From an optimization exercise on the open Yosys and OpenROAD flow, aimed at small area, a short achievable clock period and few clock cycles; shortcuts taken in it are not production practice.
Only simulation tests tie the RTL to the original design; equivalence was not proved.
Power figures rest on the tool's default switching activity, not on a simulated workload.

**design/flow/config.mk**
```make
export PLATFORM = sky130hd
export DESIGN_NAME = prime_sieve_ctrl
export DESIGN_NICKNAME = prime_sieve_ctrl
export VERILOG_FILES = /design/flow/design.v
export SDC_FILE = /design/flow/constraint.sdc
export NUM_CORES = 4
export LEC_CHECK = 0
export CAP_MARGIN = 20
export CORE_MARGIN = 2
export CORE_UTILIZATION = 40
export SETUP_SLACK_MARGIN = 3.6
export SLEW_MARGIN = 20
```
**design/flow/constraint.sdc**
```tcl
create_clock -name core_clock -period 6.5 [get_ports {Clock}]
set_input_delay 1.3000 -clock core_clock [delete_from_list [all_inputs] [get_ports {Clock}]]
set_output_delay 1.3000 -clock core_clock [all_outputs]
set_load 0.01 [all_outputs]
```
**design/flow/design.v**
```verilog
module prime_sieve_ctrl #(
  parameter int N      = 1024,
  parameter int ADDR_W = 10,
  parameter int CNT_W  = 10
) (
  input  logic              Clock,
  input  logic              Reset_n,
  input  logic              Start,
  input  logic              En,
  output logic              Busy,
  output logic              Done,
  output logic              PrimeValid,
  output logic [ADDR_W-1:0] Prime,
  output logic [CNT_W-1:0]  PrimeCount
);
  localparam logic [7:0] LAST = 8'd172;    
  function automatic logic [2:0] skip_at(input logic [7:0] i);
    case (i)
      8'd1: skip_at = 3'd7;
      8'd8: skip_at = 3'd1;
      8'd10: skip_at = 3'd1;
      8'd14: skip_at = 3'd1;
      8'd15: skip_at = 3'd1;
      8'd17: skip_at = 3'd1;
      8'd20: skip_at = 3'd1;
      8'd22: skip_at = 3'd1;
      8'd23: skip_at = 3'd2;
      8'd29: skip_at = 3'd4;
      8'd31: skip_at = 3'd1;
      8'd33: skip_at = 3'd2;
      8'd35: skip_at = 3'd1;
      8'd36: skip_at = 3'd1;
      8'd38: skip_at = 3'd1;
      8'd39: skip_at = 3'd1;
      8'd41: skip_at = 3'd2;
      8'd45: skip_at = 3'd3;
      8'd46: skip_at = 3'd3;
      8'd50: skip_at = 3'd1;
      8'd52: skip_at = 3'd2;
      8'd53: skip_at = 3'd1;
      8'd54: skip_at = 3'd1;
      8'd55: skip_at = 3'd1;
      8'd57: skip_at = 3'd1;
      8'd60: skip_at = 3'd2;
      8'd61: skip_at = 3'd4;
      8'd65: skip_at = 3'd4;
      8'd66: skip_at = 3'd1;
      8'd67: skip_at = 3'd2;
      8'd70: skip_at = 3'd1;
      8'd71: skip_at = 3'd2;
      8'd72: skip_at = 3'd1;
      8'd73: skip_at = 3'd1;
      8'd75: skip_at = 3'd1;
      8'd76: skip_at = 3'd2;
      8'd78: skip_at = 3'd2;
      8'd79: skip_at = 3'd2;
      8'd81: skip_at = 3'd2;
      8'd83: skip_at = 3'd1;
      8'd85: skip_at = 3'd1;
      8'd86: skip_at = 3'd2;
      8'd90: skip_at = 3'd3;
      8'd91: skip_at = 3'd2;
      8'd93: skip_at = 3'd2;
      8'd95: skip_at = 3'd1;
      8'd96: skip_at = 3'd3;
      8'd98: skip_at = 3'd5;
      8'd99: skip_at = 3'd1;
      8'd100: skip_at = 3'd2;
      8'd101: skip_at = 3'd1;
      8'd102: skip_at = 3'd1;
      8'd104: skip_at = 3'd1;
      8'd105: skip_at = 3'd2;
      8'd106: skip_at = 3'd1;
      8'd107: skip_at = 3'd1;
      8'd109: skip_at = 3'd1;
      8'd110: skip_at = 3'd1;
      8'd113: skip_at = 3'd3;
      8'd114: skip_at = 3'd2;
      8'd117: skip_at = 3'd1;
      8'd118: skip_at = 3'd1;
      8'd120: skip_at = 3'd3;
      8'd122: skip_at = 3'd1;
      8'd123: skip_at = 3'd2;
      8'd124: skip_at = 3'd2;
      8'd125: skip_at = 3'd2;
      8'd126: skip_at = 3'd2;
      8'd127: skip_at = 3'd2;
      8'd128: skip_at = 3'd1;
      8'd129: skip_at = 3'd1;
      8'd131: skip_at = 3'd2;
      8'd132: skip_at = 3'd1;
      8'd134: skip_at = 3'd2;
      8'd136: skip_at = 3'd4;
      8'd137: skip_at = 3'd2;
      8'd138: skip_at = 3'd3;
      8'd140: skip_at = 3'd2;
      8'd144: skip_at = 3'd2;
      8'd145: skip_at = 3'd4;
      8'd149: skip_at = 3'd4;
      8'd153: skip_at = 3'd6;
      8'd155: skip_at = 3'd2;
      8'd156: skip_at = 3'd2;
      8'd157: skip_at = 3'd2;
      8'd159: skip_at = 3'd1;
      8'd160: skip_at = 3'd1;
      8'd161: skip_at = 3'd4;
      8'd163: skip_at = 3'd1;
      8'd164: skip_at = 3'd1;
      8'd165: skip_at = 3'd2;
      8'd166: skip_at = 3'd1;
      8'd167: skip_at = 3'd3;
      8'd169: skip_at = 3'd1;
      default: skip_at = 3'd0;
    endcase
  endfunction
  function automatic logic [4:0] step_at(input logic pos, input logic [2:0] code);
    case ({pos, code})
      4'd0: step_at = {4'd1, 1'b1};
      4'd1: step_at = {4'd3, 1'b0};
      4'd2: step_at = {4'd4, 1'b1};
      4'd3: step_at = {4'd6, 1'b0};
      4'd4: step_at = {4'd7, 1'b1};
      4'd5: step_at = {4'd9, 1'b0};
      4'd6: step_at = {4'd10, 1'b1};
      4'd7: step_at = {4'd1, 1'b0};
      4'd8: step_at = {4'd2, 1'b0};
      4'd9: step_at = {4'd3, 1'b1};
      4'd10: step_at = {4'd5, 1'b0};
      4'd11: step_at = {4'd6, 1'b1};
      4'd12: step_at = {4'd8, 1'b0};
      4'd13: step_at = {4'd9, 1'b1};
      4'd14: step_at = {4'd11, 1'b0};
      4'd15: step_at = {4'd0, 1'b0};
      default: step_at = 5'd0;
    endcase
  endfunction
  logic [7:0] idx_q;       
  logic [8:0] half_q;      
  logic       busy_q, done_q;
  logic       pos_q;       
  logic [2:0] code_q;      
  logic [4:0] step_s;
  assign step_s = step_at(pos_q, code_q);
  logic [2:0] rom_s;
  logic rom_n12;
  logic rom_n13;
  logic rom_n14;
  logic rom_n15;
  logic rom_n16;
  logic rom_n17;
  logic rom_n18;
  logic rom_n19;
  logic rom_n20;
  logic rom_n21;
  logic rom_n22;
  logic rom_n23;
  logic rom_n24;
  logic rom_n25;
  logic rom_n26;
  logic rom_n27;
  logic rom_n28;
  logic rom_n29;
  logic rom_n30;
  logic rom_n31;
  logic rom_n32;
  logic rom_n33;
  logic rom_n34;
  logic rom_n35;
  logic rom_n36;
  logic rom_n37;
  logic rom_n38;
  logic rom_n39;
  logic rom_n40;
  logic rom_n41;
  logic rom_n42;
  logic rom_n43;
  logic rom_n44;
  logic rom_n45;
  logic rom_n46;
  logic rom_n47;
  logic rom_n48;
  logic rom_n49;
  logic rom_n50;
  logic rom_n51;
  logic rom_n52;
  logic rom_n53;
  logic rom_n54;
  logic rom_n55;
  logic rom_n56;
  logic rom_n57;
  logic rom_n58;
  logic rom_n59;
  logic rom_n60;
  logic rom_n61;
  logic rom_n62;
  logic rom_n63;
  logic rom_n64;
  logic rom_n65;
  logic rom_n66;
  logic rom_n67;
  logic rom_n68;
  logic rom_n69;
  logic rom_n70;
  logic rom_n71;
  logic rom_n72;
  logic rom_n73;
  logic rom_n74;
  logic rom_n75;
  logic rom_n76;
  logic rom_n77;
  logic rom_n78;
  logic rom_n79;
  logic rom_n80;
  logic rom_n81;
  logic rom_n82;
  logic rom_n83;
  logic rom_n84;
  logic rom_n85;
  logic rom_n87;
  logic rom_n88;
  logic rom_n89;
  logic rom_n90;
  logic rom_n91;
  logic rom_n92;
  logic rom_n93;
  logic rom_n94;
  logic rom_n95;
  logic rom_n96;
  logic rom_n97;
  logic rom_n98;
  logic rom_n99;
  logic rom_n100;
  logic rom_n101;
  logic rom_n102;
  logic rom_n103;
  logic rom_n104;
  logic rom_n105;
  logic rom_n106;
  logic rom_n107;
  logic rom_n108;
  logic rom_n109;
  logic rom_n110;
  logic rom_n112;
  logic rom_n113;
  logic rom_n114;
  logic rom_n115;
  logic rom_n116;
  logic rom_n117;
  logic rom_n118;
  logic rom_n119;
  logic rom_n120;
  logic rom_n121;
  logic rom_n122;
  logic rom_n123;
  logic rom_n124;
  logic rom_n125;
  logic rom_n126;
  logic rom_n127;
  logic rom_n128;
  logic rom_n129;
  logic rom_n130;
  logic rom_n131;
  logic rom_n132;
  logic rom_n133;
  logic rom_n134;
  logic rom_n135;
  assign rom_n12 = idx_q[4] & ~idx_q[2];
  assign rom_n13 = ~idx_q[1] & idx_q[0];
  assign rom_n14 = idx_q[1] & ~idx_q[0];
  assign rom_n15 = idx_q[5] & rom_n14;
  assign rom_n16 = ~rom_n13 & ~rom_n15;
  assign rom_n17 = rom_n12 & ~rom_n16;
  assign rom_n18 = ~idx_q[4] & ~idx_q[0];
  assign rom_n19 = idx_q[4] & idx_q[0];
  assign rom_n20 = ~rom_n18 & ~rom_n19;
  assign rom_n21 = ~idx_q[5] & rom_n20;
  assign rom_n22 = ~idx_q[4] & ~idx_q[1];
  assign rom_n23 = ~rom_n12 & ~rom_n22;
  assign rom_n24 = rom_n21 & rom_n23;
  assign rom_n25 = ~idx_q[1] & rom_n18;
  assign rom_n26 = ~idx_q[5] & idx_q[3];
  assign rom_n27 = ~idx_q[2] & ~idx_q[1];
  assign rom_n28 = idx_q[2] & idx_q[1];
  assign rom_n29 = ~rom_n27 & ~rom_n28;
  assign rom_n30 = rom_n26 & ~rom_n29;
  assign rom_n31 = ~rom_n25 & ~rom_n30;
  assign rom_n32 = ~rom_n24 & rom_n31;
  assign rom_n33 = ~rom_n17 & rom_n32;
  assign rom_n34 = idx_q[2] & idx_q[0];
  assign rom_n35 = ~idx_q[2] & ~idx_q[0];
  assign rom_n36 = ~idx_q[1] & ~rom_n35;
  assign rom_n37 = ~rom_n34 & rom_n36;
  assign rom_n38 = rom_n33 & rom_n37;
  assign rom_n39 = idx_q[3] & idx_q[2];
  assign rom_n40 = idx_q[4] & idx_q[3];
  assign rom_n41 = idx_q[4] & ~idx_q[1];
  assign rom_n42 = ~idx_q[4] & idx_q[1];
  assign rom_n43 = ~rom_n41 & ~rom_n42;
  assign rom_n44 = idx_q[5] & idx_q[2];
  assign rom_n45 = ~idx_q[5] & ~idx_q[2];
  assign rom_n46 = ~rom_n44 & ~rom_n45;
  assign rom_n47 = rom_n43 & rom_n46;
  assign rom_n48 = ~rom_n40 & ~rom_n47;
  assign rom_n49 = ~rom_n35 & ~rom_n48;
  assign rom_n50 = ~idx_q[3] & idx_q[0];
  assign rom_n51 = rom_n21 & rom_n50;
  assign rom_n52 = ~rom_n13 & ~rom_n14;
  assign rom_n53 = idx_q[2] & rom_n52;
  assign rom_n54 = ~idx_q[0] & rom_n42;
  assign rom_n55 = rom_n26 & rom_n54;
  assign rom_n56 = ~rom_n53 & ~rom_n55;
  assign rom_n57 = ~rom_n51 & rom_n56;
  assign rom_n58 = ~rom_n49 & rom_n57;
  assign rom_n59 = rom_n39 & rom_n58;
  assign rom_n60 = ~idx_q[5] & ~idx_q[1];
  assign rom_n61 = ~idx_q[5] & idx_q[2];
  assign rom_n62 = ~rom_n60 & ~rom_n61;
  assign rom_n63 = rom_n52 & ~rom_n62;
  assign rom_n64 = ~idx_q[6] & ~rom_n63;
  assign rom_n65 = ~rom_n59 & rom_n64;
  assign rom_n66 = ~rom_n38 & rom_n65;
  assign rom_n67 = idx_q[7] & rom_n39;
  assign rom_n68 = idx_q[7] & ~idx_q[5];
  assign rom_n69 = ~rom_n39 & ~rom_n68;
  assign rom_n70 = rom_n41 & ~rom_n69;
  assign rom_n71 = ~rom_n67 & rom_n70;
  assign rom_n72 = rom_n66 & rom_n71;
  assign rom_n73 = idx_q[7] & ~idx_q[6];
  assign rom_n74 = idx_q[5] & ~idx_q[3];
  assign rom_n75 = ~rom_n26 & ~rom_n74;
  assign rom_n76 = rom_n73 & ~rom_n75;
  assign rom_n77 = ~idx_q[3] & ~idx_q[0];
  assign rom_n78 = ~rom_n60 & ~rom_n77;
  assign rom_n79 = ~idx_q[7] & ~rom_n26;
  assign rom_n80 = ~rom_n78 & rom_n79;
  assign rom_n81 = ~rom_n16 & rom_n80;
  assign rom_n82 = ~rom_n76 & ~rom_n81;
  assign rom_n83 = ~idx_q[4] & ~idx_q[2];
  assign rom_n84 = ~rom_n82 & rom_n83;
  assign rom_n85 = ~rom_n66 & rom_n84;
  assign rom_s[2] = rom_n72 | rom_n85;
  assign rom_n87 = ~rom_n20 & rom_n29;
  assign rom_n88 = ~rom_n37 & ~rom_n87;
  assign rom_n89 = ~idx_q[3] & ~rom_n34;
  assign rom_n90 = ~rom_n43 & rom_n89;
  assign rom_n91 = rom_n88 & ~rom_n90;
  assign rom_n92 = ~idx_q[3] & ~rom_n88;
  assign rom_n93 = ~idx_q[5] & ~rom_n92;
  assign rom_n94 = ~rom_n91 & rom_n93;
  assign rom_n95 = ~idx_q[4] & rom_n74;
  assign rom_n96 = ~rom_n89 & rom_n95;
  assign rom_n97 = ~rom_n94 & ~rom_n96;
  assign rom_n98 = rom_n73 & ~rom_n97;
  assign rom_n99 = rom_n60 & rom_n77;
  assign rom_n100 = ~idx_q[7] & ~rom_n99;
  assign rom_n101 = ~rom_n66 & rom_n100;
  assign rom_n102 = idx_q[6] & ~rom_n40;
  assign rom_n103 = idx_q[3] & rom_n27;
  assign rom_n104 = rom_n102 & ~rom_n103;
  assign rom_n105 = ~rom_n33 & ~rom_n104;
  assign rom_n106 = idx_q[3] & ~rom_n61;
  assign rom_n107 = ~rom_n33 & ~rom_n106;
  assign rom_n108 = rom_n104 & ~rom_n107;
  assign rom_n109 = ~rom_n105 & ~rom_n108;
  assign rom_n110 = rom_n101 & rom_n109;
  assign rom_s[1] = rom_n98 | rom_n110;
  assign rom_n112 = ~rom_n32 & rom_n77;
  assign rom_n113 = ~rom_n27 & ~rom_n74;
  assign rom_n114 = ~rom_n30 & rom_n113;
  assign rom_n115 = ~rom_n23 & ~rom_n75;
  assign rom_n116 = idx_q[0] & ~rom_n115;
  assign rom_n117 = ~rom_n114 & rom_n116;
  assign rom_n118 = idx_q[1] & rom_n74;
  assign rom_n119 = ~rom_n87 & rom_n118;
  assign rom_n120 = ~rom_n55 & ~rom_n119;
  assign rom_n121 = ~rom_n117 & rom_n120;
  assign rom_n122 = ~rom_n112 & rom_n121;
  assign rom_n123 = ~idx_q[6] & idx_q[4];
  assign rom_n124 = ~rom_n44 & ~rom_n50;
  assign rom_n125 = rom_n79 & rom_n124;
  assign rom_n126 = ~rom_n67 & ~rom_n125;
  assign rom_n127 = ~rom_n123 & ~rom_n126;
  assign rom_n128 = idx_q[7] & idx_q[4];
  assign rom_n129 = ~rom_n102 & ~rom_n128;
  assign rom_n130 = rom_n126 & ~rom_n129;
  assign rom_n131 = ~rom_n127 & ~rom_n130;
  assign rom_n132 = ~rom_n122 & rom_n131;
  assign rom_n133 = rom_n12 & ~rom_n78;
  assign rom_n134 = rom_n58 & ~rom_n133;
  assign rom_n135 = rom_n101 & rom_n134;
  assign rom_s[0] = rom_n132 | rom_n135;
  always_ff @(posedge Clock or negedge Reset_n) begin
    if (!Reset_n) begin
      idx_q  <= '0;
      half_q <= '0;
      busy_q <= 1'b0;
      done_q <= 1'b0;
      pos_q  <= 1'b0;
      code_q <= '0;
    end else if (En) begin
      if (busy_q) begin
        if (idx_q == LAST) begin
          busy_q <= 1'b0;
          done_q <= 1'b1;
        end else begin
          idx_q  <= idx_q + 8'd1;
          half_q <= half_q + {5'd0, step_s[4:1]};
          pos_q  <= step_s[0];
          code_q <= rom_s;
        end
      end else if (Start) begin
        idx_q  <= 8'd1;
        half_q <= 9'd1;
        pos_q  <= 1'b1;
        code_q <= 3'd7;
        busy_q <= 1'b1;
        done_q <= 1'b0;
      end
    end
  end
  assign Busy       = busy_q;
  assign Done       = done_q;
  assign PrimeValid = busy_q & En;
  assign Prime      = {half_q, (idx_q[7:1] != 7'd0)};
  assign PrimeCount = {2'b00, idx_q};
endmodule
```
**design/flow/flow/run.sh**
```bash
#!/bin/bash
# Own layout flow: the standard ORFS flow (standard.sh) with
#  - synthesis: the standard script, but without Yosys's full-adder extraction
#    and with ABC's default liberty mapping in place of ORFS's speed script;
#    registers, their names and cell types are those of the standard synthesis;
#  - every port still buffered, with sky130_fd_sc_hd__buf_1 as the port buffer;
#  - CTS without dummy loads.
# Each tool's full output goes to a log file in the work folder.
set -euo pipefail
W=$(pwd)
export MY_ABC_D=${MY_ABC_D:-3000}
export MY_ABC_SCRIPT="$W/flow/abc.script"
bash standard.sh SYNTH_SCRIPT="$W/flow/synth.tcl" ADDER_MAP_FILE= synth > "$W/synth.log" 2>&1
bash standard.sh \
  "BUFFER_PORTS_ARGS=-buffer_cell sky130_fd_sc_hd__buf_1" \
  "CTS_ARGS=-sink_clustering_enable -repair_clock_nets -dont_use_dummy_load" \
  finish > "$W/layout.log" 2>&1
```
**design/flow/flow/abc.script**
```
strash
&get -n
&deepsyn -T 300 -S 1
&dch -f
&nf -R 1000
&put
```
**design/flow/flow/synth.tcl**
```tcl
# Standard synthesis (synth_recipe.tcl) with ABC's default liberty mapping in
# place of ORFS's speed script.
proc synth {args} { yosys synth -nofsm -noshare {*}$args }

proc abc {args} {
  set keep {}
  set skip 0
  foreach a $args {
    if {$skip} { set skip 0; continue }
    if {$a eq "-script" || $a eq "-D"} { set skip 1; continue }
    lappend keep $a
  }
  if {[info exists ::env(MY_ABC_SCRIPT)] && $::env(MY_ABC_SCRIPT) ne ""} {
    set keep [concat [list -script $::env(MY_ABC_SCRIPT)] $keep]
  }
  if {[info exists ::env(MY_ABC_D)] && $::env(MY_ABC_D) ne ""} {
    lappend keep -D $::env(MY_ABC_D)
  }
  puts "my abc: $keep"
  yosys abc {*}$keep
}
source $::env(SCRIPTS_DIR)/synth.tcl
# left out here: clear keep_hierarchy, flatten, clean up, hide names made inside functions, write 1_2_yosys.v
```
**design/flow/standard.sh**
```bash
#!/bin/bash
# synth_recipe.tcl (not shown) runs the flow's synth.tcl, then flattens the netlist and writes it again
# the make line also repeats each setting of config.mk as NAME=value (left out here)
make -C /OpenROAD-flow-scripts/flow DESIGN_CONFIG=/design/flow/config.mk WORK_HOME=/design/flow/orfs CLKGATE_MAP_FILE= SYNTH_SCRIPT=/design/flow/synth_recipe.tcl "${@:-finish}"
```
==> flow_summary_export.csv, run 1 <==
group,metric,value,unit
outcome,outcome,"no timing/DRC/antenna violations",
finish,multi_input_area,902,um^2
routing,via_per_inst,5.49,
finish,n_antenna_cell,0,
sta,hold_violations,0,
sta,tightest_slew,622,ps
power,p_comb_frac,0.640,
power,powerDensity,607,mW/mm^2
sta,fin_hold_ws,492,ps
global_route,grt_overflow,0,
sta,period_minus_slack,2940,ps
logic_synthesis,synth_top_cell_area_share,0.390,
floorplan,rows,22,
logic_synthesis,synth_area_per_cell,7.70,um^2
logic_synthesis,synth_cell_types,38,
placed_design,dp_hpwl,2650,um
worst_setup_path,worstPathCellList,"buf_8 > nand2_4 > clkinv_4 > buf_6",
routing,wl_per_cell,13.3,um
worst_setup_path,cpPeakStageDelay,110,ps
cts,cts_sinks,23,
sta,clock.fmax,0.341,GHz
sta,clock_skew,4.48,ps
worst_setup_path,critPathKind,"input port to output pin",
placed_design,placed_cells,264,
logic_synthesis,yosysTopAreaCell,"dfrtp_1",
logic_synthesis,ys_ff_latch,23,
routing,drtAntennaViolNets,0,
floorplan,floorplan.initialDensity,0.410,
floorplan,die_h,64.8,um
cts,clk_pin_slew,70,ps
worst_setup_path,cp-end-kind,"output pin",
logic_synthesis,synth_cells,192,
power,clkPwrFrac,0.070,
worst_setup_path,cp.arrival,1640,ps
cts,cts_buffers,3,
routing,drt_wl_total,3780,um
cts,clockBufferDepth,2,
cts,cts.htree.levels,1,
logic_synthesis,synth_edf_count,0,
placed_design,place.gp.congestion,0.926,
routing,vias,1564,
worst_setup_path,start_kind,"input port",
logic_synthesis,yosysMostFrequentCell,"a21oi_1",
logic_synthesis,synthArstFlopShare,1.00,
global_route,grt_pass1_wl,6030,um
cts,tritoncts,"yes",
cts,insertion_delay,250,ps
power,power.leakage,0.732,nW
global_route,antenna_found_initial,0,
finish,nets,243,
worst_setup_path,cp.required,5200,ps
min_path,min_path_type,"register to register",
logic_synthesis,synth_area,0.00148,mm^2
sta,min_period_over_period,0.452,
cts,cts_root_buf,"clkbuf_8",
routing,drc,0,
logic_synthesis,yosys-top-cells-area,"dfrtp_1 (39%), a21oi_1 (10%), nor2_1 (7.4%), nand2_1 (5.6%), o21ai_0 (5.1%)",
finish,layout-drive-gt1-share,0.181,
logic_synthesis,synth_common_cells,"a21oi_1 (30), nor2_1 (29), dfrtp_1 (23)",
finish,regArea,584,um^2
floorplan,dieArea,0.00420,mm^2
finish,area_delta_synth_final,27.6,%
finish,num-fill-cells,343,
worst_setup_path,cp_slowest_cell,"buf_6",
routing,drt_iter0_drc,168,
logic_synthesis,synthFlopType,"dfrtp_1",
flow_run,maxCapViolations,0,
power,ir_worst_vdd,0.238,mV
sta,fin_tns_setup,0,ps
floorplan,die_w,64.8,um
sta,drv_slew,0,
global_route,grt.total_usage,0.181,
logic_synthesis,ys_warn_count,1,
sta,rsz0062_at_grt,"true",
power,seq_power_share,0.289,
sta,setup_viol,0,
sta,max_slew_margin,0.583,
routing,firstDrtPassIters,4,
logic_synthesis,yosysSeqAreaShare,0.390,
floorplan,ios,27,
placed_design,io_buffers,24,
floorplan,core_area,0.00361,mm^2
global_route,grt_max_degree,24,
power,p_sw,0.561,mW
finish,final_cell_count_no_fill,285,
power,switching_share,0.490,
worst_setup_path,cp_max_fo,3,
power,intPower,0.584,mW
global_route,grt_pass1_vias,1367,
==> placed cells by master, fill, tap and decap left out, types with 2 or more instances in the layout <==
| cell type | instances |
|---|---|
| a21o_1 | 2 |
| a21oi_1 | 29 |
| a31oi_1 | 2 |
| and2_0 | 2 |
| and3_1 | 2 |
| buf_1 | 22 |
| buf_4 | 19 |
| clkbuf_8 | 3 |
| clkinv_1 | 7 |
| conb_1 | 2 |
| dfrtp_1 | 16 |
| dfrtp_2 | 7 |
| nand2_1 | 20 |
| nand2_4 | 2 |
| nand3_1 | 3 |
| nor2_1 | 27 |
| nor2_2 | 2 |
| nor2b_1 | 2 |
| nor3_1 | 8 |
| nor4_1 | 3 |
| o21ai_0 | 15 |
| o21bai_1 | 2 |
| o22ai_1 | 4 |
| o31a_1 | 3 |
| xnor2_1 | 7 |
==> area by class of cell <==
| cell class | count | share of cell area |
|---|---|---|
| sequential | 23 | 0.310 |
| multi-input combinational | 158 | 0.478 |
| inverter | 10 | 0.0246 |
| clock buffer | 3 | 0.0219 |
| timing repair buffer | 43 | 0.133 |
| tap | 48 | 0.0319 |
==> per-stage QoR <==
stage	util	area, um^2	power (mW)	setup slack, ps
2_1_floorplan	-	1480	0.782	3600
3_3_place_gp	0.451	1630	0.950	3350
3_5_place_dp	0.451	1630	0.942	3220
4_1_cts	0.487	1760	1.06	3570
5_1_grt	0.523	1890	1.25	3500
6_report	0.523	1890	1.15	3560
==> kinds of logic after synthesis <==
family / count (synthesis) / share of synthesized area
adders and majority gates: 1 / 0.00677
AOI/OAI and AO/OA: 71 / 0.288
other: 1 / 0.00254
muxes: 1 / 0.00677
DFF: 23 / 0.389
and+or+nand+nor: 75 / 0.224
buffers and inverters: 12 / 0.0356
xor gates and xnor gates: 8 / 0.0474
==> state kept, by name (all words and copies together), names as in the netlist <==
name	flops
done_q	1
pos_q	1
busy_q	1
idx_q	8
half_q	9
code_q	3
==> path summary, 6_finish.rpt <==
path,startpoint,endpoint,slack (ps),depth (start not counted)
max in group asynchronous,Reset_n,idx_q[5],5250,2
hold / removal,done_q,done_q,490,1
min in group asynchronous,Reset_n,half_q[7],1010,2
setup / recovery,En,PrimeValid,3560,4
hold reg to reg,done_q,done_q,490,1
setup reg to reg,code_q[0],half_q[8],3730,13
==> repair_timing <==
item / CTS / global route
gates resized for setup: 16 / 11
hold buffers: 0 / 0
pin swaps: 1 / 2
endpoints found under the setup margin: 5 / 5
setup buffers: 5 / 13
==> critical path, delay by kind of cell <==
| kind | cells | cell delay, ps |
|---|---|---|
| buf+inv | 3 | 260 |
| simple gates | 1 | 70 |
==> power by group through the flow <==
| stage | registers [mW] | logic (mW) | clock network (mW) |
|---|---|---|---|
| finish | 0.331 | 0.733 | 0.0805 |
| global route | 0.347 | 0.815 | 0.0921 |
| CTS | 0.340 | 0.634 | 0.0834 |
| detailed placement | 0.342 | 0.600 | 0 |
| global placement | 0.345 | 0.605 | 0 |
| floorplan | 0.342 | 0.440 | 0 |
==> metal layers <==
metal	share of wire	vias to the layer above	track usage
li1	-	785	-
met1	0.45	716	0.249
met2	0.47	59	0.284
met3	0.070	4	0.0330
met4	0.010	0	0.0665
met5	0	-	0
Testbench counts, summed over its fixed seeds: cycles 2,080.
==> run 2, diff against run 1 <==
==> design/flow/flow/abc.script (replaced) <==
strash
&get -n
&dch -f
&nf -R 1000
&put
&get -n
&st
&dch -f
&nf -R 1000
&put
==> flow_summary_export.csv, run 2 <==
group,metric,value,unit
cts,cts_sinks,23,
logic_synthesis,yosysMostFrequentCell,"o21ai_0",
routing,firstDrtPassIters,4,
worst_setup_path,cp.arrival,1640,ps
routing,wl_per_cell,13.9,um
cts,holdBufCountCts,0,
routing,drt_wl_total,4010,um
global_route,grt_overflow,0,
finish,final_util,0.509,
cts,cts.htree.levels,1,
logic_synthesis,synthArstFlopShare,1.00,
sta,max_slew_margin,0.587,
routing,drc,0,
placed_design,place_area,0.00165,mm^2
floorplan,rows,22,
global_route,grt_pass1_wl,6550,um
worst_setup_path,critPathKind,"input port to output pin",
cts,clk_pin_slew,80,ps
min_path,hold_end,"half_q[7]",
logic_synthesis,synth_common_cells,"o21ai_0 (28), nor2_1 (27), nand2_1 (24)",
cts,cts_buffers,3,
logic_synthesis,yosysSeqAreaShare,0.385,
worst_setup_path,r2r_slack,3800,ps
sta,clock_skew,12.8,ps
finish,stdcell_area,0.00185,mm^2
power,power.leakage,0.762,nW
logic_synthesis,synth_area,0.00150,mm^2
worst_setup_path,start_kind,"input port",
worst_setup_path,cp_max_fo,4,
global_route,grt.total_usage,0.194,
placed_design,io_buffers,24,
finish,regMostFlops,"half_q",
cts,insertion_delay,260,ps
sta,clock.fmax,0.340,GHz
global_route,antenna_found_initial,0,
routing,via_per_inst,5.48,
worst_setup_path,cp.required,5200,ps
logic_synthesis,synth_cells,198,
finish,nets,247,
logic_synthesis,synth_cell_types,31,
power,ir_worst_vdd,0.198,mV
sta,hold_violations,0,
logic_synthesis,synth_edf_count,0,
floorplan,floorplan.initialDensity,0.412,
logic_synthesis,yosys-top-cells-area,"dfrtp_1 (38%), o21ai_0 (9.4%), a21oi_1 (7.4%), nor2_1 (6.8%), nand2_1 (6.0%)",
sta,period_minus_slack,2940,ps
power,powerDensity,438,mW/mm^2
finish,largest_reg_flops,9,
min_path,min_from,"half_q[7]",
sta,fin_tns_setup,0,ps
global_route,grt_pass1_vias,1437,
cts,clockBufferDepth,2,
routing,drtAntennaViolNets,0,
sta,setup_viol,0,
global_route,grt_max_degree,24,
finish,most-common-layout-cells,"o21ai_0 (27), nor2_1 (26), nand2_1 (23), dfrtp_1 (23)",
logic_synthesis,yosysTopAreaCell,"dfrtp_1",
sta,rsz0062_at_grt,"true",
finish,reg.largest.list,"half_q (9), idx_q (8), code_q (3)",
worst_setup_path,critPathLaunch,"En",
routing,vias,1584,
logic_synthesis,synth_top_cell_area_share,0.385,
routing,drt_iter0_drc,101,
min_path,worstHoldPathCells,1,
logic_synthesis,synth_area_per_cell,7.56,um^2
min_path,min_path_type,"register to register",
floorplan,core_area,0.00363,mm^2
worst_setup_path,r2r_start,"idx_q[1]",
finish,n_antenna_cell,0,
logic_synthesis,ys_warn_count,1,
finish,area_delta_synth_final,23.5,%
logic_synthesis,ys_ff_latch,23,
worst_setup_path,reg2reg_depth,9,
worst_setup_path,cp-end-kind,"output pin",
placed_design,place.gp.congestion,0.871,
sta,min_period_over_period,0.452,
finish,layout-drive-gt1-share,0.108,
floorplan,die_w,65.2,um
flow_run,maxCapViolations,0,
outcome,outcome,"no timing/DRC/antenna violations",
cts,cts_root_buf,"clkbuf_8",
sta,drv_slew,0,
floorplan,ios,27,
worst_setup_path,r2r_end,"half_q[8]",
placed_design,dp_hpwl,2600,um
cts,tritoncts,"yes",
floorplan,dieArea,0.00425,mm^2
finish,final_common_cell,"o21ai_0",
floorplan,die_h,65.2,um
sta,tightest_slew,614,ps
logic_synthesis,synthFlopType,"dfrtp_1",
[run 2: changes by cell type in the layout (fill, tap and decap cells not counted), sizes merged, moves of 3 or more]
| cell | delta |
|---|---|
| o21ai | +13 |
| and3 | +3 |
| and2 | +3 |
| o31a | -3 |
| a21oi | -8 |
| a32oi | +3 |
| nor3 | +6 |
[run 2: repair_timing]
item | CTS | global route
pin swaps | 1 | 1
endpoints found under the hold margin | 0 | 0
endpoints found under the setup margin | 2 | 5
setup buffers | 12 | 4
resized for setup | 10 | 2
[run 2: worst max-delay path by stage]
| stage | slack [ps] | endpoint | depth (start not counted) |
|---|---|---|---|
| floorplan | 3670 | half_q[8] | 9 |
| global placement | 3410 | idx_q[7] | 9 |
| detailed placement | 3330 | idx_q[7] | 9 |
| CTS | 3570 | PrimeValid | 4 |
| global route | 3500 | done_q | 15 |
| finish | 3560 | PrimeValid | 4 |
[run 2: cell type report]
class	instances	area [um^2]
Sequential cell	23	576
Tap cell	48	60.1
Clock buffer	3	41.3
Inverter	7	31.3
Multi-Input combinational cell	167	903
Fill cell	383	1790
Timing Repair Buffer	41	236
[run 2: critical path, cell delays in order]
cell and delay [ps]:
buf_8 100, nand2_4 70, clkinv_4 50, buf_6 110
[run 2: metal layers]
layer / share of wire / track usage
met1: 0.48 / 0.272
met2: 0.47 / 0.311
met3: 0.045 / 0.0360
met4: 0.0032 / 0.0417
met5: 0 / 0
[run 2: cell families (layout without fill, tap and decap cells)]
family	Yosys count	after routing	synth area share
xor+xnor	10	10	0.0585
compound gates	64	64	0.242
buf+inv	9	51	0.0276
fa+ha+maj	1	1	0.00669
other cells	1	2	0.00251
flops	23	23	0.385
mux	1	1	0.00669
simple gates	89	89	0.272
[run 2: per-stage QoR]
stage | power, mW | worst slack [ps] | cells | hold WS [ps]
3_5_place_dp | 0.690 | 3330 | 270 | 497
2_1_floorplan | 0.586 | 3670 | 199 | 516
4_1_cts | 0.797 | 3570 | 285 | 511
5_1_grt | 0.887 | 3500 | 289 | 548
6_report | 0.810 | 3560 | 289 | 509
3_3_place_gp | 0.696 | 3410 | 270 | 500
[run 2: power by group]
group | internal (mW) | total (mW) | switching [mW]
registers | 0.184 | 0.275 | 0.0916
logic | 0.200 | 0.451 | 0.251
clock network | 0.0413 | 0.0837 | 0.0424
total | 0.425 | 0.810 | 0.385
==> run 3, diff against run 2 <==
==> design/flow/flow/abc.script (replaced) <==
strash
&get -n
&dch -f
&nf -R 1000
&put
==> flow_summary_export.csv, run 3 <==
group,metric,value,unit
cts,clk_pin_slew,60,ps
cts,cts_root_buf,"clkbuf_8",
floorplan,floorplan.initialDensity,0.413,
min_path,worstHoldPathCells,1,
logic_synthesis,yosysMostFrequentCell,"dfrtp_1",
routing,wl_per_cell,13.9,um
logic_synthesis,synth_edf_count,0,
logic_synthesis,synth_cells,192,
logic_synthesis,ys_warn_count,1,
logic_synthesis,synth-xor-area-share,0.0579,
logic_synthesis,synth_cell_types,37,
global_route,grt.total_usage,0.188,
floorplan,rows,22,
logic_synthesis,yosysSeqAreaShare,0.380,
routing,drc,0,
placed_design,place.gp.congestion,0.829,
floorplan,dieArea,0.00429,mm^2
routing,firstDrtPassIters,4,
logic_synthesis,yosysTopAreaCell,"dfrtp_1",
power,intPower,0.410,mW
worst_setup_path,cp-end-kind,"output pin",
logic_synthesis,synthArstFlopShare,1.00,
finish,n_antenna_cell,0,
sta,period_minus_slack,2910,ps
sta,max_slew_margin,0.629,
finish,final_util,0.491,
cts,tritoncts,"yes",
power,powerDensity,435,mW/mm^2
placed_design,io_buffers,24,
cts,clockBufferDepth,2,
worst_setup_path,cp.arrival,1610,ps
power,power.leakage,0.723,nW
logic_synthesis,synth_area_per_cell,7.88,um^2
cts,cts_buffers,3,
finish,layout-drive-gt1-share,0.0987,
power,switching_share,0.476,
power,p_comb_frac,0.547,
sta,drv_slew,0,
worst_setup_path,cp_max_fo,3,
power,seq_power_share,0.348,
routing,wl_met3,164,um
floorplan,die_h,65.5,um
logic_synthesis,post_synth_mux_area_share,0,
power,ir_worst_vdd,0.162,mV
finish,reg.largest.list,"half_q (9), idx_q (8), code_q (3)",
sta,clock.fmax,0.344,GHz
cts,insertion_delay,260,ps
sta,tightest_slew,556,ps
floorplan,die_w,65.5,um
routing,vias,1535,
worst_setup_path,cp.required,5200,ps
worst_setup_path,cp_slowest_cell,"buf_6",
placed_design,place_area,0.00166,mm^2
worst_setup_path,critPathKind,"input port to output pin",
finish,stdcell_area,0.00180,mm^2
min_path,min_path_type,"register to register",
logic_synthesis,synth_compound_area_frac,0.269,
logic_synthesis,synth_top_family_by_area,"compound AO/OA/AOI/OAI gates",
logic_synthesis,yosys-top-cells-area,"dfrtp_1 (38%), a21oi_1 (7.3%), o21ai_0 (6.9%), nand2_1 (5.2%), nor2_1 (5.2%)",
global_route,grt_max_degree,24,
sta,rsz0062_at_grt,"true",
logic_synthesis,synth_top_cell_area_share,0.380,
floorplan,ios,27,
flow_run,maxCapViolations,0,
power,p_sw,0.373,mW
worst_setup_path,cpPeakStageDelay,110,ps
global_route,grt_overflow,0,
outcome,outcome,"no timing/DRC/antenna violations",
finish,most-common-layout-cells,"a21oi_1 (22), buf_1 (22), o21ai_0 (21)",
sta,setup_viol,0,
finish,area_delta_synth_final,18.9,%
worst_setup_path,reg2reg_depth,8,
routing,dr_wl_met2,1750,um
cts,cts_sinks,23,
sta,min_period_over_period,0.448,
finish,nets,229,
sta,fin_hold_ws,464,ps
sta,fin_tns_setup,0,ps
worst_setup_path,worstPathCellList,"buf_8 > nand2_4 > inv_4 > buf_6",
logic_synthesis,synth_adder_area_share,0,
sta,hold_violations,0,
power,clkPwrFrac,0.105,
routing,drt_iter0_drc,54,
placed_design,dp_hpwl,2700,um
worst_setup_path,start_kind,"input port",
routing,maxUsedRoutingLayer,"met4",
logic_synthesis,synthFlopType,"dfrtp_1",
global_route,grt_pass1_wl,6290,um
routing,via_per_inst,5.66,
finish,num-fill-cells,370,
worst_setup_path,crit_buf_inv,3,
worst_setup_path,crit_family,"buffers and inverters",
sta,clock_skew,16.0,ps
routing,drt_wl_total,3770,um
logic_synthesis,synth_area,0.00151,mm^2
logic_synthesis,ys_ff_latch,23,
logic_synthesis,synthSimpleGateAreaFrac,0.266,
floorplan,core_area,0.00366,mm^2
global_route,antenna_found_initial,0,
finish,largest_reg_flops,9,
logic_synthesis,synth_common_cells,"dfrtp_1 (23), a21oi_1 (22), nand2_1 (21), nor2_1 (21), o21ai_0 (21)",
cts,holdBufCountCts,0,
global_route,grt_pass1_vias,1341,
routing,drtAntennaViolNets,0,
finish,regMostFlops,"half_q",
cts,cts.htree.levels,1,
routing,drt-met1-wl,1840,um
worst_setup_path,cp.depth,4,
run 3: per-stage QoR:
stage	cells	setup WS (ps)	power, mW
floorplan	193	3690	0.565
global placement	264	3440	0.675
detailed placement	264	3400	0.671
CTS	269	3530	0.763
global route	271	3580	0.865
finish	271	3590	0.783
run 3: layer usage:
layer / vias to the layer above / GRT usage
met1: 727 / 0.271
li1: 774 / -
met2: 30 / 0.283
met3: 4 / 0.0411
met4: 0 / 0.0573
met5: - / 0
run 3: worst register-to-register path, cell delays in order (launching register included):
cell	delay (ps)
dfrtp_1	700
xnor2_1	220
nor3_1	260
a2111oi_2	90
a221oi_1	290
a21boi_0	350
a311oi_1	120
a311oi_1	320
o21ai_0	120
run 3: final cells by class:
type                    count  area, um^2  area share
well taps                  48        60.1      0.0334
clock buffers               3        41.3      0.0229
repair buffers             29         146      0.0814
inverters                   6        25.0      0.0139
flip-flops and latches     23         581       0.323
multi-input cells         162         946       0.526
run 3: what timing repair did:
| item | CTS | global route |
|---|---|---|
| setup buffers | 2 | 2 |
| setup endpoints to repair | 3 | 9 |
| resized for setup | 6 | 16 |
| pin swaps | 1 | 0 |
run 3: power by group through the flow:
stage	clock, mW	sequential (mW)	combinational, mW
after floorplan	0	0.264	0.301
after detailed placement	0	0.268	0.402
after global routing	0.0939	0.283	0.488
after CTS	0.0870	0.266	0.410
after global placement	0	0.271	0.404
final	0.0821	0.273	0.428
run 3: cell families (layout without fill, tap and decap cells):
kind of cell    Yosys count  in the layout
buf+inv                   8             38
compound gates           68             68
flops                    23             23
xor+xnor                 10             10
simple gates             82             82
other cells               1              2
run 3: worst paths after layout:
check,startpoint,end,slack [ps]
setup / recovery,En,PrimeValid,3590
hold / removal,half_q[8],half_q[8],460
setup reg to reg,idx_q[0],code_q[0],3900
hold reg to reg,half_q[8],half_q[8],460
max in group asynchronous,Reset_n,idx_q[2],5240
min in group asynchronous,Reset_n,code_q[0],990
==> run 4, diff against run 3 <==
--- a/design/flow/config.mk
+++ b/design/flow/config.mk
@@ -8,5 +8,5 @@
 export CAP_MARGIN = 20
 export CORE_MARGIN = 2
 export CORE_UTILIZATION = 40
-export SETUP_SLACK_MARGIN = 3.6
+export SETUP_SLACK_MARGIN = 3.7
 export SLEW_MARGIN = 20
==> flow_summary_export.csv, run 4 <==
group,metric,value,unit
flow_run,maxCapViolations,0,
sta,period_minus_slack,2920,ps
routing,drt_iter0_drc,53,
routing,wl_per_cell,13.7,um
floorplan,dieArea,0.00429,mm^2
global_route,grt.total_usage,0.188,
global_route,antenna_found_initial,0,
cts,tritoncts,"yes",
sta,max_slew_margin,0.638,
global_route,grt_pass1_wl,6440,um
finish,regMostFlops,"half_q",
logic_synthesis,yosysSeqAreaShare,0.380,
logic_synthesis,ys_warn_count,1,
cts,cts_sinks,23,
sta,tightest_slew,543,ps
worst_setup_path,cp.arrival,1620,ps
sta,drv_slew,0,
routing,via_per_inst,5.57,
sta,min_period_over_period,0.450,
global_route,met1_usage,0.269,
finish,reg.largest.list,"half_q (9), idx_q (8), code_q (3)",
logic_synthesis,yosys-top-cells-area,"dfrtp_1 (38%), a21oi_1 (7.3%), o21ai_0 (6.9%), nand2_1 (5.2%), nor2_1 (5.2%)",
floorplan,die_w,65.5,um
worst_setup_path,r2r_end,"code_q[0]",
finish,most-common-layout-cells,"a21oi_1 (22), buf_1 (22), dfrtp_1 (21)",
logic_synthesis,yosysTopAreaCell,"dfrtp_1",
logic_synthesis,synth_cells,192,
finish,nets,228,
finish,layout-drive-gt1-share,0.0901,
logic_synthesis,synth_area,0.00151,mm^2
logic_synthesis,ys_ff_latch,23,
floorplan,floorplan.initialDensity,0.413,
sta,clock.fmax,0.342,GHz
power,ir_worst_vdd,0.166,mV
routing,drt_wl_total,3700,um
sta,clock_skew,12.3,ps
placed_design,place.gp.congestion,0.893,
routing,firstDrtPassIters,4,
min_path,hold_end,"half_q[8]",
global_route,grt_overflow,0,
cts,insertion_delay,260,ps
worst_setup_path,cp.required,5200,ps
logic_synthesis,synth_area_per_cell,7.88,um^2
worst_setup_path,cpPeakStageDelay,110,ps
min_path,min_from,"half_q[8]",
floorplan,rows,22,
logic_synthesis,synth_edf_count,0,
logic_synthesis,synth_top_cell_area_share,0.380,
cts,cts_root_buf,"clkbuf_8",
logic_synthesis,synth_cell_types,37,
sta,hold_violations,0,
min_path,min_path_type,"register to register",
routing,vias,1505,
cts,cts.htree.levels,1,
sta,fin_tns_setup,0,ps
finish,n_antenna_cell,0,
worst_setup_path,critPathKind,"input port to output pin",
worst_setup_path,r2r_slack,3860,ps
cts,cts_buffers,3,
finish,area_delta_synth_final,18.6,%
placed_design,dp_hpwl,2670,um
power,power.leakage,0.720,nW
floorplan,ios,27,
outcome,outcome,"no timing/DRC/antenna violations",
worst_setup_path,worstPathCellList,"buf_8 > nand2_4 > clkinv_4 > buf_6",
floorplan,die_h,65.5,um
logic_synthesis,yosysMostFrequentCell,"dfrtp_1",
global_route,grtUsageMet2,0.298,
routing,drc,0,
logic_synthesis,synth_common_cells,"dfrtp_1 (23), a21oi_1 (22), nand2_1 (21), nor2_1 (21), o21ai_0 (21)",
worst_setup_path,reg2reg_depth,8,
cts,clk_pin_slew,70,ps
min_path,worstHoldPathCells,1,
global_route,grt_most_used_layer,"met2",
worst_setup_path,cp-end-kind,"output pin",
global_route,grt_util_met3,0.0377,
placed_design,io_buffers,24,
global_route,grt_max_degree,24,
sta,setup_viol,0,
worst_setup_path,start_kind,"input port",
worst_setup_path,r2r_start,"idx_q[1]",
routing,drtAntennaViolNets,0,
logic_synthesis,synthArstFlopShare,1.00,
worst_setup_path,cp_slowest_cell,"buf_6",
logic_synthesis,synthFlopType,"dfrtp_1",
power,powerDensity,438,mW/mm^2
finish,final_util,0.490,
finish,largest_reg_flops,9,
floorplan,core_area,0.00366,mm^2
cts,clockBufferDepth,2,
global_route,grt_pass1_vias,1401,
worst_setup_path,cp_max_fo,4,
sta,rsz0062_at_grt,"true",
[run 4: final cells by class]
type,instances,area (um^2)
multi-input combinational,162,948
tap,48,60.1
sequential,23,578
inverter,6,27.5
fill,378,1870
timing repair buffer,28,139
clock buffer,3,41.3
[run 4: worst max path at each step]
stage | start | cells past startpoint | slack, ps | to
5_1_grt | En | 4 | 3560 | PrimeValid
3_5_place_dp | En | 4 | 3430 | PrimeValid
6_report | En | 4 | 3580 | PrimeValid
4_1_cts | En | 4 | 3580 | PrimeValid
3_3_place_gp | En | 4 | 3440 | PrimeValid
2_1_floorplan | En | 2 | 3710 | PrimeValid
[run 4: cells by family (layout without fill, tap and decap cells)]
logic type                Yosys count  in the layout  synth area share
DFF                                23             23             0.380
xor gates and xnor gates           10             10            0.0579
other                               1              2           0.00248
and+or+nand+nor                    82             82             0.266
buffers and inverters               8             37            0.0248
AOI/OAI and AO/OA                  68             68             0.269
[run 4: stage by stage]
stage	total power [mW]	instances	worst slack, ps	hold WS, ps	instance area, um^2
finish	0.786	270	3580	475	1790
global route	0.869	270	3560	504	1790
CTS	0.767	269	3580	473	1750
detailed placement	0.672	264	3430	465	1660
global placement	0.678	264	3440	456	1660
floorplan	0.565	193	3710	499	1520
[run 4: where the power goes]
group | switching [mW] | leakage (nW) | total (mW) | internal, mW
registers | 0.0883 | 0.294 | 0.273 | 0.185
logic | 0.247 | 0.404 | 0.431 | 0.184
clock network | 0.0407 | 0.0216 | 0.0820 | 0.0413
total | 0.376 | 0.720 | 0.786 | 0.410
[run 4: critical path: cells and delay by family]
kind | cells | cell delay (ps)
buffers and inverters | 3 | 260
AND/OR/NAND/NOR | 1 | 60
[run 4: what timing repair did]
action | in CTS | in global routing
hold buffers | 0 | 0
setup endpoints to repair | 3 | 12
setup buffers | 2 | 1
gates resized for setup | 12 | 9
pin swaps | 1 | 0
[run 4: routing by layer]
metal  vias up  part of all wire
met5         -                 0
met2        29              0.47
met3         0             0.038
met1       705              0.49
li1        771                 -
met4         0                 0
==> run 5, diff against run 4 <==
--- a/design/flow/config.mk
+++ b/design/flow/config.mk
@@ -8,5 +8,5 @@
 export CAP_MARGIN = 20
 export CORE_MARGIN = 2
 export CORE_UTILIZATION = 40
-export SETUP_SLACK_MARGIN = 3.7
+export SETUP_SLACK_MARGIN = 3.4
 export SLEW_MARGIN = 20
==> flow_summary_export.csv, run 5 <==
group,metric,value,unit
finish,num-fill-cells,371,
cts,clockBufferDepth,2,
worst_setup_path,critPathKind,"input port to output pin",
finish,largest_reg_flops,9,
logic_synthesis,synth_top_cell_area_share,0.380,
min_path,min_from,"half_q[8]",
logic_synthesis,synth_cells,192,
global_route,grt_pass1_vias,1393,
sta,setup_viol,0,
routing,firstDrtPassIters,4,
floorplan,ios,27,
logic_synthesis,yosys-top-cells-area,"dfrtp_1 (38%), a21oi_1 (7.3%), o21ai_0 (6.9%), nand2_1 (5.2%), nor2_1 (5.2%)",
sta,hold_violations,0,
routing,drc,0,
routing,drt_iter0_drc,66,
routing,wl_per_cell,13.5,um
routing,via_per_inst,5.63,
worst_setup_path,cp.arrival,1750,ps
logic_synthesis,ys_warn_count,1,
cts,holdBufCountCts,0,
worst_setup_path,reg2reg_depth,7,
worst_setup_path,cp-end-kind,"output pin",
worst_setup_path,crit_buf_inv,3,
sta,min_period_over_period,0.469,
power,clkPwrFrac,0.110,
floorplan,dieArea,0.00429,mm^2
power,switching_share,0.482,
power,power.leakage,0.683,nW
sta,period_minus_slack,3050,ps
sta,rsz0062_at_grt,"true",
logic_synthesis,yosysSeqAreaShare,0.380,
logic_synthesis,synthFlopType,"dfrtp_1",
finish,area_delta_synth_final,13.2,%
global_route,antenna_found_initial,0,
global_route,grt.total_usage,0.186,
placed_design,dpl_worst_slack,3190,ps
worst_setup_path,cpPeakStageDelay,150,ps
power,p_comb_frac,0.536,
placed_design,io_buffers,24,
finish,n_antenna_cell,0,
logic_synthesis,ys_ff_latch,23,
sta,tightest_slew,541,ps
sta,drv_slew,0,
placed_design,place.gp.congestion,0.846,
floorplan,core_area,0.00366,mm^2
worst_setup_path,cp_max_fo,4,
logic_synthesis,yosysMostFrequentCell,"dfrtp_1",
power,intPower,0.394,mW
min_path,hold_end,"half_q[8]",
finish,regArea,578,um^2
power,ir_worst_vdd,0.124,mV
logic_synthesis,synthArstFlopShare,1.00,
finish,regMostFlops,"half_q",
floorplan,floorplan.initialDensity,0.413,
worst_setup_path,cp_slowest_cell,"buf_1",
routing,drtAntennaViolNets,0,
worst_setup_path,r2r_slack,3650,ps
finish,nets,225,
cts,tritoncts,"yes",
worst_setup_path,r2r_start,"idx_q[0]",
logic_synthesis,synth_edf_count,0,
placed_design,dp_hpwl,2630,um
finish,layout-drive-gt1-share,0.0457,
sta,max_slew_margin,0.638,
routing,vias,1503,
logic_synthesis,synth_common_cells,"dfrtp_1 (23), a21oi_1 (22), nand2_1 (21), nor2_1 (21), o21ai_0 (21)",
finish,reg.largest.list,"half_q (9), idx_q (8), code_q (3)",
sta,fin_ws,3450,ps
worst_setup_path,crit_family,"buffers and inverters",
worst_setup_path,cp.required,5200,ps
logic_synthesis,synth_area_per_cell,7.88,um^2
cts,cts_sinks,23,
global_route,grt_max_degree,24,
global_route,grt_pass1_wl,6380,um
worst_setup_path,r2r_end,"code_q[0]",
finish,most-common-layout-cells,"buf_1 (23), a21oi_1 (22), o21ai_0 (21), dfrtp_1 (21)",
global_route,grt_overflow,0,
min_path,worstHoldPathCells,1,
cts,clk_pin_slew,70,ps
flow_run,maxCapViolations,0,
finish,final_common_cell,"buf_1",
cts,cts.htree.levels,1,
power,p_sw,0.367,mW
outcome,outcome,"no timing/DRC/antenna violations",
routing,drt_wl_total,3610,um
logic_synthesis,synth_cell_types,37,
floorplan,die_w,65.5,um
min_path,min_path_type,"register to register",
worst_setup_path,start_kind,"input port",
floorplan,rows,22,
floorplan,die_h,65.5,um
sta,fin_tns_setup,0,ps
cts,insertion_delay,270,ps
logic_synthesis,synth_area,0.00151,mm^2
cts,cts_buffers,3,
power,power,0.761,mW
power,seq_power_share,0.354,
power,powerDensity,445,mW/mm^2
logic_synthesis,yosysTopAreaCell,"dfrtp_1",
sta,clock.fmax,0.328,GHz
sta,clock_skew,13.2,ps
finish,multi_input_area,911,um^2
sta,fin_hold_ws,464,ps
cts,cts_root_buf,"clkbuf_8",
worst_setup_path,worstPathCellList,"buf_1 > nand2_2 > inv_2 > clkbuf_2",
==> run 5: metal layers <==
layer	up-vias	GRT usage	wire length, um
li1	768	-	-
met1	693	0.272	1770
met2	40	0.292	1680
met3	2	0.0274	151
met4	0	0.0417	7
met5	-	0	0
==> run 5: kinds of logic after synthesis <==
logic type / after synthesis / synth area share
flops: 23 / 0.380
buf+inv: 8 / 0.0248
other cells: 1 / 0.00248
simple gates: 82 / 0.266
compound gates: 68 / 0.269
xor+xnor: 10 / 0.0579
==> run 5: worst max path at each step <==
stage | startpoint | slack [ps] | cells after the start | endpoint
after floorplan | Start | 3590 | 7 | idx_q[7]
after global placement | En | 3230 | 8 | idx_q[7]
after detailed placement | En | 3190 | 8 | idx_q[7]
after CTS | En | 3420 | 4 | PrimeValid
after global routing | idx_q[0] | 3400 | 7 | code_q[0]
final | En | 3450 | 4 | PrimeValid
==> run 5: repair_timing <==
action | in CTS | in global routing
buffers inserted | 0 | 0
endpoints found under the setup margin | 0 | 11
hold endpoints to repair | 0 | 0
resized for setup | 0 | 8
==> run 5: cell type report <==
class | instances | area share
sequential | 23 | 0.338
clock buffer | 3 | 0.0241
multi-input combinational | 162 | 0.532
inverter | 6 | 0.0132
tap | 48 | 0.0351
timing repair buffer | 25 | 0.0577
==> run 5: stage by stage <==
stage               utilization  std cells  instance area (um^2)
floorplan                     -        193                  1520
global placement          0.453        264                  1660
detailed placement        0.453        264                  1660
CTS                       0.464        267                  1700
global route              0.468        267                  1710
finish                    0.468        267                  1710
==> run 5: power by group through the flow <==
stage	Clock (mW)	Combinational (mW)	Sequential (mW)
CTS	0.0856	0.404	0.266
global placement	0	0.406	0.270
finish	0.0838	0.408	0.269
detailed placement	0	0.403	0.268
floorplan	0	0.301	0.264
global route	0.0925	0.470	0.279
==> run 6, diff against run 5 <==
--- a/design/flow/config.mk
+++ b/design/flow/config.mk
@@ -8,5 +8,5 @@
 export CAP_MARGIN = 20
 export CORE_MARGIN = 2
 export CORE_UTILIZATION = 40
-export SETUP_SLACK_MARGIN = 3.4
+export SETUP_SLACK_MARGIN = 3.3
 export SLEW_MARGIN = 20
==> flow_summary_export.csv, run 6 <==
group,metric,value,unit
outcome,outcome,"no timing/DRC/antenna violations",
global_route,antenna_found_initial,0,
floorplan,floorplan.initialDensity,0.413,
cts,cts_buffers,3,
sta,clock_skew,13.6,ps
logic_synthesis,yosysSeqAreaShare,0.380,
global_route,grt_max_degree,24,
flow_run,maxCapViolations,0,
cts,cts_sinks,23,
worst_setup_path,cp.required,5200,ps
sta,min_period_over_period,0.473,
floorplan,core_area,0.00366,mm^2
logic_synthesis,synth_top_cell_area_share,0.380,
logic_synthesis,synthArstFlopShare,1.00,
routing,drc,0,
logic_synthesis,ys_ff_latch,23,
finish,layout-drive-gt1-share,0.0228,
floorplan,dieArea,0.00429,mm^2
floorplan,ios,27,
logic_synthesis,ys_warn_count,1,
sta,fin_tns_setup,0,ps
floorplan,rows,22,
worst_setup_path,crit_top_cell,"buf_1",
placed_design,place_area,0.00166,mm^2
routing,drtAntennaViolNets,0,
cts,tritoncts,"yes",
sta,hold_violations,0,
routing,drt_wl_total,3540,um
finish,regMostFlops,"half_q",
placed_design,io_buffers,24,
global_route,grt_pass1_wl,6380,um
cts,cts.htree.levels,1,
power,powerDensity,444,mW/mm^2
logic_synthesis,yosys-top-cells-area,"dfrtp_1 (38%), a21oi_1 (7.3%), o21ai_0 (6.9%), nand2_1 (5.2%), nor2_1 (5.2%)",
placed_design,dp_hpwl,2630,um
finish,largest_reg_flops,9,
worst_setup_path,cp.arrival,1780,ps
routing,via_per_inst,5.60,
power,ir_worst_vdd,0.123,mV
cts,cts_root_buf,"clkbuf_8",
worst_setup_path,cp_max_fo,4,
routing,vias,1494,
logic_synthesis,yosysTopAreaCell,"dfrtp_1",
finish,nets,225,
sta,drv_slew,0,
floorplan,die_h,65.5,um
logic_synthesis,synth_cell_types,37,
logic_synthesis,synth_edf_count,0,
placed_design,place.gp.congestion,0.846,
cts,insertion_delay,270,ps
logic_synthesis,synth_cells,192,
finish,n_antenna_cell,0,
sta,clock.fmax,0.325,GHz
finish,area_delta_synth_final,12.7,%
logic_synthesis,synthFlopType,"dfrtp_1",
sta,max_slew_margin,0.642,
routing,firstDrtPassIters,4,
global_route,grt_pass1_vias,1393,
finish,most-common-layout-cells,"buf_1 (24), dfrtp_1 (23), a21oi_1 (22)",
power,seq_power_share,0.353,
power,p_sw,0.363,mW
worst_setup_path,start_kind,"input port",
logic_synthesis,synth_common_cells,"dfrtp_1 (23), a21oi_1 (22), nand2_1 (21), nor2_1 (21), o21ai_0 (21)",
finish,reg.largest.list,"half_q (9), idx_q (8), code_q (3)",
routing,drt_iter0_drc,55,
logic_synthesis,synth_area,0.00151,mm^2
sta,period_minus_slack,3080,ps
min_path,min_path_type,"register to register",
worst_setup_path,worstPathCellList,"buf_1 > nand2_1 > clkinv_1 > buf_1",
power,switching_share,0.480,
worst_setup_path,critPathKind,"input port to output pin",
logic_synthesis,yosysMostFrequentCell,"dfrtp_1",
power,intPower,0.393,mW
worst_setup_path,cp-end-kind,"output pin",
floorplan,die_w,65.5,um
cts,clk_pin_slew,70,ps
cts,clockBufferDepth,2,
logic_synthesis,synth_area_per_cell,7.88,um^2
sta,rsz0062_at_grt,"true",
worst_setup_path,cp_slowest_cell,"buf_1",
finish,stdcell_area,0.00171,mm^2
power,p_comb_frac,0.536,
routing,wl_per_cell,13.3,um
finish,final_common_cell,"buf_1",
worst_setup_path,cpPeakStageDelay,140,ps
sta,tightest_slew,537,ps
global_route,grt.total_usage,0.186,
global_route,grt_overflow,0,
power,clkPwrFrac,0.111,
cts,post_cts_buffers,0,
power,power.leakage,0.679,nW
sta,setup_viol,0,
## run 6: changes by cell type in the layout (fill, tap and decap cells not counted), sizes merged
| cell | change |
|---|---|
| buf | +1 |
| clkbuf | -1 |
| clkinv | +1 |
| inv | -1 |
## run 6: power by group through the flow
stage	registers, mW	logic [mW]	clock network (mW)
3_5_place_dp	0.268	0.403	0
6_report	0.267	0.406	0.0838
3_3_place_gp	0.270	0.406	0
5_1_grt	0.278	0.469	0.0919
2_1_floorplan	0.264	0.301	0
4_1_cts	0.266	0.404	0.0856
## run 6: area by class of cell
type                            instances  area, um^2
Inverter                                6        22.5
Fill cell                             372        1960
Tap cell                               48        60.1
Multi-Input combinational cell        162         908
Timing Repair Buffer                   25        97.6
Sequential cell                        23         576
Clock buffer                            3        41.3
## run 6: final timing paths
path,slack (ps),from,cells past startpoint,endpoint
max,3420,En,4,PrimeValid
min,460,half_q[8],1,half_q[8]
max reg2reg,3640,idx_q[5],9,code_q[0]
min reg2reg,460,half_q[8],1,half_q[8]
max in group asynchronous,5260,Reset_n,2,half_q[7]
min in group asynchronous,990,Reset_n,2,pos_q
## run 6: repair_timing
item,CTS,global route
setup endpoints to repair,0,6
gates resized for setup,0,3
hold buffers,0,0
hold endpoints to repair,0,0
## run 6: kinds of logic after synthesis
logic type,share of synthesized area
flops,0.380
compound gates,0.269
buf+inv,0.0248
simple gates,0.266
other cells,0.00248
xor+xnor,0.0579
## run 6: critical path: cells and delay by family
family / cells / cell delay (ps)
buffers and inverters: 3 / 360
AND/OR/NAND/NOR: 1 / 110
## run 6: through the flow
step	std cells	hold WS, ps	worst slack, ps	total power [mW]	util
after floorplan	193	499	3590	0.565	-
after global placement	264	458	3230	0.676	0.453
after detailed placement	264	461	3190	0.671	0.453
after CTS	267	470	3420	0.756	0.464
after global routing	267	501	3250	0.839	0.466
final	267	465	3420	0.757	0.466
## run 6: routing by layer
metal  vias up  GRT usage  wire length, um
li1        765          -                -
met5         -          0                0
met3         2     0.0274              175
met2        49      0.292             1620
met1       678      0.272             1740
met4         0     0.0417                7
==> run 7, diff against run 6 <==
--- a/design/flow/flow/run.sh
+++ b/design/flow/flow/run.sh
@@ -13,5 +13,5 @@
 bash standard.sh SYNTH_SCRIPT="$W/flow/synth.tcl" ADDER_MAP_FILE= synth > "$W/synth.log" 2>&1
 bash standard.sh \
   "BUFFER_PORTS_ARGS=-buffer_cell sky130_fd_sc_hd__buf_1" \
-  "CTS_ARGS=-sink_clustering_enable -repair_clock_nets -dont_use_dummy_load" \
+  "CTS_ARGS=-repair_clock_nets -dont_use_dummy_load" \
   finish > "$W/layout.log" 2>&1
--- a/design/flow/config.mk
+++ b/design/flow/config.mk
@@ -8,5 +8,5 @@
 export CAP_MARGIN = 20
 export CORE_MARGIN = 2
 export CORE_UTILIZATION = 40
-export SETUP_SLACK_MARGIN = 3.3
+export SETUP_SLACK_MARGIN = 3.6
 export SLEW_MARGIN = 20
==> flow_summary_export.csv, run 7 <==
group,metric,value,unit
logic_synthesis,synth_area_per_cell,7.88,um^2
sta,clock_skew,16.0,ps
routing,drtAntennaViolNets,0,
cts,cts.htree.levels,1,
worst_setup_path,critPathKind,"input port to output pin",
worst_setup_path,critPathLaunch,"En",
min_path,worstHoldPathCells,1,
routing,wl_per_cell,13.9,um
sta,max_slew_margin,0.629,
global_route,grt_max_degree,24,
placed_design,dp_hpwl,2700,um
cts,cts_buffers,3,
power,powerDensity,435,mW/mm^2
finish,reg.largest.list,"half_q (9), idx_q (8), code_q (3)",
global_route,grt_overflow,0,
logic_synthesis,synth_cell_types,37,
floorplan,die_h,65.5,um
sta,tightest_slew,556,ps
logic_synthesis,synth_common_cells,"dfrtp_1 (23), a21oi_1 (22), nand2_1 (21), nor2_1 (21), o21ai_0 (21)",
routing,drt_iter0_drc,54,
logic_synthesis,synth_top_cell_area_share,0.380,
worst_setup_path,cp.arrival,1610,ps
power,seq_power_share,0.348,
finish,num-fill-cells,370,
logic_synthesis,yosysMostFrequentCell,"dfrtp_1",
logic_synthesis,synth_cells,192,
worst_setup_path,cp_max_fo,3,
cts,clockBufferDepth,2,
min_path,hold_end,"half_q[8]",
finish,area_delta_synth_final,18.9,%
logic_synthesis,yosysTopAreaCell,"dfrtp_1",
logic_synthesis,yosysSeqAreaShare,0.380,
min_path,min_from,"half_q[8]",
logic_synthesis,synthArstFlopShare,1.00,
routing,drt_wl_total,3770,um
outcome,outcome,"no timing/DRC/antenna violations",
finish,most-common-layout-cells,"a21oi_1 (22), buf_1 (22), o21ai_0 (21)",
logic_synthesis,synth_area,0.00151,mm^2
sta,min_period_over_period,0.448,
floorplan,core_area,0.00366,mm^2
power,switching_share,0.476,
power,power.leakage,0.723,nW
flow_run,maxCapViolations,0,
logic_synthesis,ys_warn_count,1,
finish,n_antenna_cell,0,
sta,period_minus_slack,2910,ps
routing,vias,1535,
sta,fin_tns_setup,0,ps
routing,via_per_inst,5.66,
sta,fin_hold_ws,464,ps
floorplan,ios,27,
logic_synthesis,synthFlopType,"dfrtp_1",
cts,cts_root_buf,"clkbuf_8",
worst_setup_path,cpPeakStageDelay,110,ps
power,ir_worst_vdd,0.162,mV
finish,layout-drive-gt1-share,0.0987,
global_route,grt.total_usage,0.188,
worst_setup_path,start_kind,"input port",
power,intPower,0.410,mW
power,p_sw,0.373,mW
power,clkPwrFrac,0.105,
global_route,grt_pass1_vias,1341,
logic_synthesis,synth_edf_count,0,
cts,cts_sinks,23,
global_route,grt_pass1_wl,6290,um
min_path,min_path_type,"register to register",
floorplan,rows,22,
floorplan,dieArea,0.00429,mm^2
worst_setup_path,r2r_start,"idx_q[0]",
power,p_comb_frac,0.547,
cts,insertion_delay,260,ps
floorplan,die_w,65.5,um
worst_setup_path,reg2reg_depth,8,
worst_setup_path,r2r_end,"code_q[0]",
logic_synthesis,yosys-top-cells-area,"dfrtp_1 (38%), a21oi_1 (7.3%), o21ai_0 (6.9%), nand2_1 (5.2%), nor2_1 (5.2%)",
cts,holdBufCountCts,0,
routing,firstDrtPassIters,4,
sta,hold_violations,0,
finish,largest_reg_flops,9,
sta,drv_slew,0,
finish,nets,229,
global_route,antenna_found_initial,0,
sta,rsz0062_at_grt,"true",
routing,drc,0,
placed_design,io_buffers,24,
sta,setup_viol,0,
placed_design,place.gp.congestion,0.829,
floorplan,floorplan.initialDensity,0.413,
worst_setup_path,cp.required,5200,ps
finish,regMostFlops,"half_q",
worst_setup_path,worstPathCellList,"buf_8 > nand2_4 > inv_4 > buf_6",
logic_synthesis,ys_ff_latch,23,
worst_setup_path,cp_slowest_cell,"buf_6",
cts,clk_pin_slew,60,ps
cts,tritoncts,"yes",
worst_setup_path,cp-end-kind,"output pin",
sta,clock.fmax,0.344,GHz
worst_setup_path,r2r_slack,3900,ps
==> run 7: worst max-delay path by stage <==
stage / end / slack [ps] / cells past startpoint
2_1_floorplan: PrimeValid / 3690 / 2
3_3_place_gp: idx_q[7] / 3440 / 8
3_5_place_dp: idx_q[7] / 3400 / 8
4_1_cts: PrimeValid / 3530 / 4
5_1_grt: PrimeValid / 3580 / 4
6_report: PrimeValid / 3590 / 4
==> run 7: logic make-up after synthesis <==
group | share of synthesized area
compound gates | 0.269
xor+xnor | 0.0579
buf+inv | 0.0248
flops | 0.380
other cells | 0.00248
simple gates | 0.266
==> run 7: layout make-up <==
cell class              instances  area, um^2  share of cell area
clock buffers                   3        41.3              0.0229
flip-flops and latches         23         581               0.323
multi-input cells             162         946               0.526
inverters                       6        25.0              0.0139
well taps                      48        60.1              0.0334
repair buffers                 29         146              0.0814
==> run 7: power groups by stage <==
stage | sequential (mW) | combinational (mW) | clock, mW
2_1_floorplan | 0.264 | 0.301 | 0
3_3_place_gp | 0.271 | 0.404 | 0
3_5_place_dp | 0.268 | 0.402 | 0
4_1_cts | 0.266 | 0.410 | 0.0870
5_1_grt | 0.283 | 0.488 | 0.0939
6_report | 0.273 | 0.428 | 0.0821
==> run 7: critical path, delay by kind of cell <==
family	cells	cell delay, ps
buf+inv	3	250
simple gates	1	60
==> run 7: routing by layer <==
| metal | up-vias | GRT usage | share of wire |
|---|---|---|---|
| met3 | 4 | 0.0411 | 0.043 |
| met4 | 0 | 0.0573 | 0.0066 |
| met1 | 727 | 0.271 | 0.49 |
| met2 | 30 | 0.283 | 0.46 |
| li1 | 774 | - | - |
| met5 | - | 0 | 0 |
==> run 7: through the flow <==
| step | utilization | cell area (um^2) | power, mW | cells | setup slack, ps |
|---|---|---|---|---|---|
| detailed placement | 0.454 | 1660 | 0.671 | 264 | 3400 |
| global placement | 0.454 | 1660 | 0.675 | 264 | 3440 |
| global route | 0.491 | 1800 | 0.865 | 271 | 3580 |
| floorplan | - | 1520 | 0.565 | 193 | 3690 |
| CTS | 0.473 | 1730 | 0.763 | 269 | 3530 |
| finish | 0.491 | 1800 | 0.783 | 271 | 3590 |
==> run 7: repair_timing <==
action                                  in CTS  in global routing
pin swaps                                    1                  0
setup buffers                                2                  2
endpoints found under the setup margin       3                  9
endpoints found under the hold margin        0                  0
resized for setup                            6                 16

## afterwards: timing with drivers on the ports
No port has a modelled driver above. Below, the same layouts with a new extraction and two added sets of constraints.
Step 1: set_driving_cell puts a clkbuf_16 on Clock and a buf_2 on each other input, an assumption about the parent block.
Step 2 times the ports against the registers' clock, not the clock port: input delays grow and output delays shrink by t, the midpoint of the rising clock arrivals with the driver on.
Slacks: ideal ports / drivers / drivers and shift; pairs: ideal ports / drivers.
| run | shift t [ns] | setup slack, ns |
|---|---|---|
| run 1 | 0.276 | 3.564 / 3.525 / 3.492 |
| run 2 | 0.281 | 3.563 / 3.524 / 3.277 |
| run 3 | 0.281 | 3.590 / 3.552 / 3.504 |
| run 4 | 0.276 | 3.577 / 3.539 / 3.514 |
| run 5 | 0.281 | 3.453 / 3.423 / 3.423 |
| run 6 | 0.281 | 3.423 / 3.397 / 3.397 |
| run 7 | 0.281 | 3.590 / 3.552 / 3.504 |
After both steps every run listed still meets setup and hold.
